Background: an optimization exercise with open tools, aiming at small area, a short achievable clock period and few clock cycles. Do not read the settings as production practice. Where RTL was checked, it was by simulation tests only, not by an equivalence proof against the original. For runs 2 and 3, only the layout was checked, not whether the RTL still works.

==> flow/design.v (outline; a module is shown in full before it is edited, if it fits) <==
// module pixel_calculator: 1695 lines
// module plane_mapper: 87 lines
// module pixel_scheduler: 31 lines
// module mandelbrot_engine: 138 lines
module mandelbrot_engine (
	input logic tb_clk,
	input logic rst_n,
	input logic start,
	input logic [75:0] region,
	input logic [8-1:0] max_iter,
	output logic busy,
	output logic pixel_valid,
	output logic frame_done,
	output logic [23:0] pixel
);
  // ...
==> flow/flow/run.sh <==
#!/bin/bash
# The standard layout (standard.sh, unchanged synthesis), with the port
# buffers on buf_2 instead of the default delay buffer. The constraints and
# the clock period are the standard flow's.
set -euo pipefail
export BUFFER_PORTS_ARGS="-buffer_cell sky130_fd_sc_hd__buf_2"
bash standard.sh > standard.log 2>&1
==> flow/standard.sh <==
#!/bin/bash
# synth_recipe.tcl (not shown) runs the flow's synth.tcl, then flattens the netlist and writes it again
# the make line also repeats each setting of config.mk as NAME=value (left out here)
make -C /OpenROAD-flow-scripts/flow DESIGN_CONFIG=/design/flow/config.mk WORK_HOME=/design/flow/orfs CLKGATE_MAP_FILE= SYNTH_SCRIPT=/design/flow/synth_recipe.tcl "${@:-finish}"
==> flow/config.mk <==
export PLATFORM = sky130hd
export DESIGN_NAME = mandelbrot_engine
export DESIGN_NICKNAME = mandelbrot_engine
export VERILOG_FILES = /design/flow/design.v
export SDC_FILE = /design/flow/constraint.sdc
export NUM_CORES = 4
export LEC_CHECK = 0
export CAP_MARGIN = 20
export CORE_MARGIN = 2
export CORE_UTILIZATION = 40
export CTS_CLUSTER_DIAMETER = 100
export CTS_CLUSTER_SIZE = 24
export PLACE_DENSITY = 0.6
export SLEW_MARGIN = 70
==> flow/constraint.sdc <==
create_clock -name core_clock -period 15.0 [get_ports {tb_clk}]
set_input_delay 3.0000 -clock core_clock [delete_from_list [all_inputs] [get_ports {tb_clk}]]
set_output_delay 3.0000 -clock core_clock [all_outputs]
set_load 0.01 [all_outputs]
==> impl_results.md, run 1 <==
- Area of the multi-input gates: 42,360 µm²
- Yosys top cell area share: 0.2573
- Crit path depth: 1
- Worst Setup Start Kind: flip-flop
- Main combinational cell family by area after synthesis: adder cells
- R2R Path End: unit[2].pixel_calculator_i.h_zr[14]$_DFF_P_
- Mapped Cells: 7,244
- Worst Tran Pin Value: 0.5028 ns
- # rows: 152
- WHS Endpoint: unit[2].pixel_calculator_i.h_cr[1]$_DFF_P_
- Placed cell count: 9,383
- CTS tree: yes
- Crit path buf inv count: 1
- Vias: 47,220
- Ys flop type: dfxtp_1
- Status: complete, no violations
- CP required: 12.00 ns
- Cts hold-fix bufs: 0
- First-pass GRT wire length: 283,900 µm
- Max FO, Critical Path: 1
- Unique masters post-synth: 74
- IO buf count: 113
- CP delay by family, top: flip-flops
- Seq/total area: 0.2822
- Place WS: 10.71 ns
Testbench counts, summed over its fixed seeds: cycles 119,026.
==> inputs of run 2 (changes only) <==
--- a/flow/design.v
+++ b/flow/design.v
@@ -90,17 +90,17 @@
 	assign zr13 = zr[12:0];
 	assign zi13 = zi[12:0];
 	logic signed [14:0] zrs;
 	logic signed [14:0] zis;
 	assign zrs = zr;
 	assign zis = zi;
 	assign oor = (zrs > 15'sd2048) || (zrs < -15'sd2048) || (zis > 15'sd2048) || (zis < -15'sd2048);
 	assign match = (zr13 == sr) && (zi13 == si);
-	assign save = (kk[2:0] == 3'd0);
+	assign save = (kk[1:0] == 2'd0) && (!kk[2] || (kk[7:4] == 4'd0));
 	logic [11:0] sqr_y;
 	assign sqr_y = zr13[11:0] ^ {12{zr13[12]}};
 	logic sqr_w1;
 	logic sqr_w2;
 	assign sqr_w1 = sqr_y[5] ^ (sqr_y[0] & sqr_y[9]);
 	assign sqr_w2 = sqr_y[5] & (sqr_y[0] & sqr_y[9]);
 	logic sqr_w3;
 	logic sqr_w4;
==> flow/config.mk (replaced) <==
export PLATFORM = sky130hd
export DESIGN_NAME = mandelbrot_engine
export DESIGN_NICKNAME = mandelbrot_engine
export VERILOG_FILES = /design/flow/design.v
export SDC_FILE = /design/flow/constraint.sdc
export NUM_CORES = 4
export LEC_CHECK = 0
export ABC_AREA = 1
export CAP_MARGIN = 20
export CORE_MARGIN = 2
export CORE_UTILIZATION = 55
export CTS_CLUSTER_DIAMETER = 100
export CTS_CLUSTER_SIZE = 24
export PLACE_DENSITY = 0.7
export SLEW_MARGIN = 70
==> run 2 against run 1 <==
  * First-iteration DRC count increased by 27%
  * Hold slack improved by 0.0011 ns
  * Die area decreased by 25%
  * Critical endpoint is now pixel[22]
  * Area after synthesis increased by 2.9%
  * Wire length increased by 0.22%
  * Cell area increased by 0.76%
  * Cell count increased by 5.1%
  * Non-clock buffer count decreased by 20
  * Count of clock-buffer cells in the layout increased by 1
==> impl_results.md, run 2 <==
- # rows: 131 (-14%)
- Area of the multi-input gates: 41,370 µm² (-2.4%)
- Hold Path Depth: 0
- Fmax: 0.2282 GHz
- Crit end category: output port
- Post_cts resized: 0
- Total core area: 127,700 µm²
- IO buf count: 113 (unchanged)
- # IOs: 114
- Syn nets: 9,873
- Layout Area Growth over Synthesis: 5.762%
- Most frequent cells in the layout: 2,050 x inv_1, 1,448 x nand2_1, 872 x fa_1, 825 x dfxtp_1, 786 x nor2_1
- Clock Tree Root: clkbuf_16
- FF+latch area: 20,980 µm²
- Period minus WS final: 4.382 ns
- 1st-iter DRT viols: 4,090
- Overflow after GRT: 0
- Total GRT Usage: 0.2813
- Initial antenna violation count: 14
- Ys flop type: dfxtp_1
- Clk sinks: 990
- Yosys reg bits: 990
- Async set-or-reset flop fraction in the synthesized netlist: 0
- Mapped Cells: 8,325 (+15%)
- Clock Tree Buf Depth: 3
- WL final: 180,100 µm
- Yosys top cell area share: 0.2501 (-0.007134)
- Crit path buf inv count: 1 (unchanged)
- Min-Delay Path Class: reg2reg
- Die height: 362.7 µm
- TNS Setup: 0 ns
- RSZ-0062 raised after global routing: false
- Vias: 51,630 (+9.3%)
- Crit path cell chain: buf_2
- Max Clock Skew: 0.03669 ns
- Yosys top cell by area: dfxtp_1
- Unique masters post-synth: 54 (-27%)
- First-pass GRT wire length: 288,700 µm (+1.7%)
- Top reg by flops: region_q
- Synth Warn #: 5
- Register-to-Register Path Depth: 16
- Post-CTS setup buffer count: 0
- Htree depth: 2
- Cell Area, Synth: 70,750 µm²
- Hpwl dp: 144,500 µm
- Setup CP Type: reg2out
- Max FO, Critical Path: 1 (unchanged)
- Die area: 131,500 µm²
- Synth area leaders: dfxtp_1 25%, fa_1 25%, inv_1 11%, ha_1 10%, nand2_1 7.8%
- Drt first pass iters: 7
- CP peak stage delay: 0.50 ns
- Clk slew on worst S/H paths: 0.10 ns
- Final RePlAce weighted congestion: 0.9485
- Worst Setup Start Kind: flip-flop
- Worst R2R Setup Slack: 11.01 ns
- Worst setup startpoint: pixel[22]$_DFF_P_
- Die W: 362.7 µm
- # setup viols final: 0
- CP required: 12.00 ns (about the same)
- Largest register FFs: 56
- Final-stage net count: 9,819
- Number of global-route vias before repair: 53,060
- Max_slew headroom: 0.6840
- Crit-path slowest cell: dfxtp_1
- Vias/cell: 5.180
- EDFF count, synth: 106
- Num CTS Buffers: 51
- # fillers: 11,250
- CTS tree: yes
- Share of layout cells above drive strength 1: 0.04736
- Fin. Hold Viols: 0
- Initial Utilization: 0.5541
- Wire length per cell: 18.07 µm
- DRC Markers: 0
- Most common cell after layout, fill and taps aside: inv_1
- Critical path arrival: 1.38 ns
- Final slew viol count: 0
- Largest net degree at the start of global routing: 72
- Register area share after synthesis: 0.2951
- Worst Tran Pin Value: 0.4722 ns (-0.03057 ns)
- Crit path depth: 1 (unchanged)
- Cts hold-fix bufs: 0 (unchanged)
- Clk Latency, worst-skew pair: 0.70 ns
- Status: complete, no violations
- Top-count cell post-synth: inv_1
- CP delay by family, top: flip-flops
- Max Cap Viol: 0
- Worst hold start: unit[2].pixel_calculator_i.m_si[7]$_DFF_P_
- Antenna Nets Post-Route: 0
- Final core utilization: 0.5860
- Reg-to-Reg Start: unit[2].pixel_calculator_i.m_bi[1]$_DFF_P_
- Commonest cells post-synth: 2,053 x inv_1, 1,469 x nand2_1, 884 x dfxtp_1
- Final Cycle Share: 0.2921
- Avg Cell Area, Syn: 8.499 µm²
## run 2: cell count changes after synthesis, sizes merged, moves of 64 or more
cell   previous run  this run
xnor2           171        57
and2            166         2
nand2           740      1477
nand3            76       152
a21oi           168       232
or2              79        11
inv            1337      2056
nor2b            91         0
a21o             94        14
mux2i            78         2
xor2             71       136
o21ai           193       380
## run 2: cell families (layout without fill, tap and decap cells)
family / Yosys count / count (layout) / share of synthesized area
AO/OA/AOI/OAI: 763 / 763 / 0.05916
XOR/XNOR: 193 / 193 / 0.02389
adder cells (fa/ha/maj): 1461 / 1461 / 0.3509
buffers and inverters: 2331 / 2305 / 0.1246
flip-flops: 990 / 990 / 0.2951
multiplexers: 2 / 2 / 0.0002830
other: 0 / 6 / 0
AND/OR/NAND/NOR: 2585 / 2585 / 0.1461
## run 2: cell type report
class | instances | share of cell area
tap | 1662 | 0.02779
antenna | 6 | 0.0002007
inverter | 2064 | 0.1038
timing repair buffer | 160 | 0.01408
clock buffer | 65 | 0.01846
sequential | 990 | 0.2803
multi-input combinational | 5004 | 0.5528
clock inverter | 16 | 0.002508
## run 2: metrics by stage
step / std cells / setup slack [ns] / hold WS [ns] / area (µm²)
floorplan: 8325 / 11.50 / 0.3096 / 70750
global placement: 9866 / 11.06 / 0.3097 / 72610
detailed placement: 9877 / 11.05 / 0.3121 / 73120
CTS: 9958 / 10.61 / 0.3208 / 74690
global route: 9961 / 10.60 / 0.3292 / 74810
finish: 9967 / 10.62 / 0.3234 / 74830
## run 2: final timing paths
| check | to |
|---|---|
| max | pixel[22] |
| min | unit[2].pixel_calculator_i.h_si[7]$_DFF_P_ |
| max reg2reg | unit[2].pixel_calculator_i.h_zr[12]$_DFF_P_ |
| min reg2reg | unit[2].pixel_calculator_i.h_si[7]$_DFF_P_ |
## run 2: layer usage
metal	GRT usage	part of all wire	routed length, µm
met1	0.3890	0.44	78850
met2	0.4650	0.46	83290
met3	0.02559	0.062	11190
met4	0.09771	0.038	6767
met5	0	0	0
==> inputs of run 3 (changes only) <==
==> flow/flow/run.sh (replaced) <==
#!/bin/bash
# The standard layout (standard.sh), with two changes: the port buffers
# on buf_2 instead of the default delay buffer, and Yosys's synth run with
# -noabc, so its quick ABC pass does not rewrite the adder trees before ORFS
# extracts full adders (the final ABC mapping still runs). The constraints
# and the clock period are the standard flow's.
set -euo pipefail
export BUFFER_PORTS_ARGS="-buffer_cell sky130_fd_sc_hd__buf_2"
export SYNTH_ARGS="-noabc"
bash standard.sh > standard.log 2>&1
==> run 3 against run 2 <==
  * Still clean
  * Flip-flop and latch count did not move
  * Via count fell by 5.5%
  * Utilization rose by 0.24 points
  * Synthesized cell count fell by 7.1%
  * Critical path type unchanged
  * Critical endpoint is now frame_done
  * Largest cell class unchanged
  * Highest routed layer is now met5
==> impl_results.md, run 3 <==
- Die area: 127,800 µm² (-2.8%)
- Final slew viol count: 0 (unchanged)
- Crit-path slowest cell: dfxtp_1
- Layout Area Growth over Synthesis: 5.991%
- Max Cap Viol: 0 (unchanged)
- Syn nets: 9,299 (-5.8%)
- Worst Tran Pin Value: 0.4643 ns (-0.007944 ns)
- Mapped Cells: 7,736 (-7.1%)
- Clock Tree Root: clkbuf_16
- Number of global-route vias before repair: 49,780 (-6.2%)
- Clk slew on worst S/H paths: 0.10 ns (about the same)
- Total core area: 123,800 µm² (-3.0%)
- Crit path cell chain: buf_2
- Async set-or-reset flop fraction in the synthesized netlist: 0 (unchanged)
- Vias: 48,800 (-5.5%)
- DRC Markers: 0 (unchanged)
- Max Clock Skew: 0.05239 ns (+0.01570 ns)
- Synth Warn #: 5 (unchanged)
- Initial antenna violation count: 14 (unchanged)
- Synth area leaders: dfxtp_1 26%, fa_1 26%, ha_1 11%, inv_1 7.7%, nand2_1 7.6%
- Total GRT Usage: 0.2690 (-0.01229)
- Commonest cells post-synth: 1,408 x inv_1, 1,392 x nand2_1, 900 x nor2_1
- Yosys top cell by area: dfxtp_1
- Overflow after GRT: 0 (unchanged)
- CP peak stage delay: 0.47 ns (-0.03 ns)
- IO buf count: 113 (unchanged)
- Initial Utilization: 0.5552 (+0.001052)
- Final-stage net count: 9,216 (-6.1%)
- Most common cell after layout, fill and taps aside: inv_1
- Clk Latency, worst-skew pair: 0.72 ns (+0.02 ns)
- Most frequent cells in the layout: 1,405 x inv_1, 1,374 x nand2_1, 900 x nor2_1, 878 x fa_1, 821 x dfxtp_1
- Crit path buf inv count: 1 (unchanged)
- Largest net degree at the start of global routing: 55 (-24%)
- Ys flop type: dfxtp_1
- Final RePlAce weighted congestion: 0.9207 (-2.9%)
- First-pass GRT wire length: 270,400 µm (-6.3%)
- Drt first pass iters: 8 (+1)
- Die height: 357.5 µm (-1.4%)
- Critical path arrival: 1.37 ns (about the same)
- Post-CTS setup buffer count: 0 (unchanged)
- Min-Delay Path Class: reg2reg
- # rows: 129 (-1.5%)
- CP delay by family, top: flip-flops
- Post_cts resized: 0 (unchanged)
- Unique masters post-synth: 55 (+1.9%)
- Wire length per cell: 17.98 µm (-0.49%)
- Max FO, Critical Path: 1 (unchanged)
- Top-count cell post-synth: inv_1
- Hpwl dp: 131,500 µm (-9.0%)
- Fmax: 0.2288 GHz (+0.26%)
- WL final: 167,800 µm (-6.9%)
- Crit end category: output port
- Cts hold-fix bufs: 0 (unchanged)
- Htree depth: 2 (unchanged)
- Vias/cell: 5.230 (+0.98%)
- Largest register FFs: 56 (unchanged)
- Cell Area, Synth: 68,730 µm² (-2.9%)
- Status: complete, no violations
- Max_slew headroom: 0.6905 (+0.006459)
- EDFF count, synth: 106 (unchanged)
- CP required: 12.00 ns (about the same)
- Share of layout cells above drive strength 1: 0.05282 (+0.005468)
- DP Area: 70,940 µm² (-3.0%)
- # IOs: 114 (unchanged)
- Final core utilization: 0.5884 (+0.002388)
- Top reg by flops: region_q
- Fin. Hold Viols: 0 (unchanged)
- Final Cycle Share: 0.2914 (-0.0007600)
- RSZ-0062 raised after global routing: false
- Die W: 357.5 µm (-1.4%)
- CTS tree: yes
- Register area share after synthesis: 0.3038 (+0.008688)
- Avg Cell Area, Syn: 8.884 µm² (+4.5%)
- # setup viols final: 0 (unchanged)
- Clock Tree Buf Depth: 3 (unchanged)
- Num CTS Buffers: 53 (+3.9%)
- Worst Setup Start Kind: flip-flop
- Post-route cell area: 72,840 µm² (-2.6%)
- Placed cell count: 9,231 (-6.5%)
- Yosys top cell area share: 0.2575 (+0.007363)
- Hold WS: 0.3300 ns (+0.006671 ns)
- Final cell count without fillers: 9,330 (-6.4%)
- Clk sinks: 990 (unchanged)
- Yosys reg bits: 990 (unchanged)
- Antenna Nets Post-Route: 0 (unchanged)
- TNS Setup: 0 ns (unchanged)
- Setup CP Type: reg2out
- 1st-iter DRT viols: 4,030 (-1.5%)
- Period minus WS final: 4.370 ns (-0.01140 ns)
run 3: cell types whose count changed after synthesis, sizes merged, moves of 11 or more:
cell | previous run | this run
a21o | 14 | 30
a21oi | 232 | 200
a31oi | 27 | 45
clkbuf | 222 | 269
inv | 2056 | 1412
nand2 | 1477 | 1399
nand3 | 152 | 190
nand4 | 54 | 36
nor2 | 790 | 904
nor3 | 59 | 42
o211ai | 13 | 24
o21ai | 380 | 339
xor2 | 136 | 149
run 3: logic make-up (layout without fill, tap and decap cells):
logic type | Yosys count | count (layout) | synth area share
buffers and inverters | 1722 | 1672 | 0.09503
flip-flops | 990 | 990 | 0.3038
XOR/XNOR | 207 | 207 | 0.02638
multiplexers | 2 | 2 | 0.0002913
AO/OA/AOI/OAI | 715 | 715 | 0.05800
other | 0 | 7 | 0
adder cells (fa/ha/maj) | 1476 | 1476 | 0.3646
AND/OR/NAND/NOR | 2624 | 2624 | 0.1519
run 3: layout make-up:
cell class                 count  area [µm²]
antenna                        7       17.52
clock buffer                  69        1396
clock inverter                19       305.3
fill                       10720       50950
inverter                    1416        5325
multi-input combinational   5024       41590
sequential                   990       21020
tap                         1637        2048
timing repair buffer         168        1147
run 3: through the flow:
stage / worst slack [ns]
2_1_floorplan: 11.18
3_3_place_gp: 10.96
3_5_place_dp: 11.21
4_1_cts: 10.60
5_1_grt: 10.57
6_report: 10.63
run 3: final timing paths:
kind              slack (ns)                                           to  cells past startpoint                                       start
setup reg to reg       11.14  unit[1].pixel_calculator_i.h_zr[11]$_DFF_P_                     15  unit[1].pixel_calculator_i.m_ai[0]$_DFF_P_
hold reg to reg         0.33   unit[0].pixel_calculator_i.h_sr[7]$_DFF_P_                      0  unit[0].pixel_calculator_i.m_sr[7]$_DFF_P_
hold / removal          0.33   unit[0].pixel_calculator_i.h_sr[7]$_DFF_P_                      0  unit[0].pixel_calculator_i.m_sr[7]$_DFF_P_
setup / recovery       10.63                                   frame_done                      1     pixel_scheduler_i.frame_done$_SDFF_PN0_
run 3: per-layer routing:
metal / track usage / up-vias / part of all wire
li1: - / 23400 / -
met1: 0.3752 / 23650 / 0.44
met2: 0.4296 / 1482 / 0.46
met3: 0.03944 / 259 / 0.067
met4: 0.09563 / 6 / 0.036
met5: 0 / - / 0.00020

==> afterwards: timing with drivers on the ports <==
The flow's constraints put no driver on any port. The routed layouts listed below were extracted and timed again, unchanged, in two steps.
Step 1 (the two cells are an assumption about what drives the block):
set clk [get_ports {tb_clk}]
set_driving_cell -lib_cell sky130_fd_sc_hd__clkbuf_16 $clk
set_driving_cell -lib_cell sky130_fd_sc_hd__buf_2 [delete_from_list [all_inputs] $clk]
Step 2 moves the port delays by t, midway between the first and last clock arrival at a register: inputs arrive t later, outputs are due t later. That takes back most of the time a late clock gives input paths.
a / b / c = ideal ports / drivers / drivers and shift; a / b = the first two.
run	t (ns)	setup WS [ns]	clock arrival spread, ns	worst data-port slew with drivers (ns)
run 1	0.768	10.600 / 10.526 / 10.666	0.064 / 0.065	0.05
run 2	0.760	10.618 / 10.540 / 11.014	0.040 / 0.041	0.08
run 3	0.768	10.630 / 10.556 / 11.139	0.055 / 0.055	0.13
After both steps setup and hold are still met in every run listed.
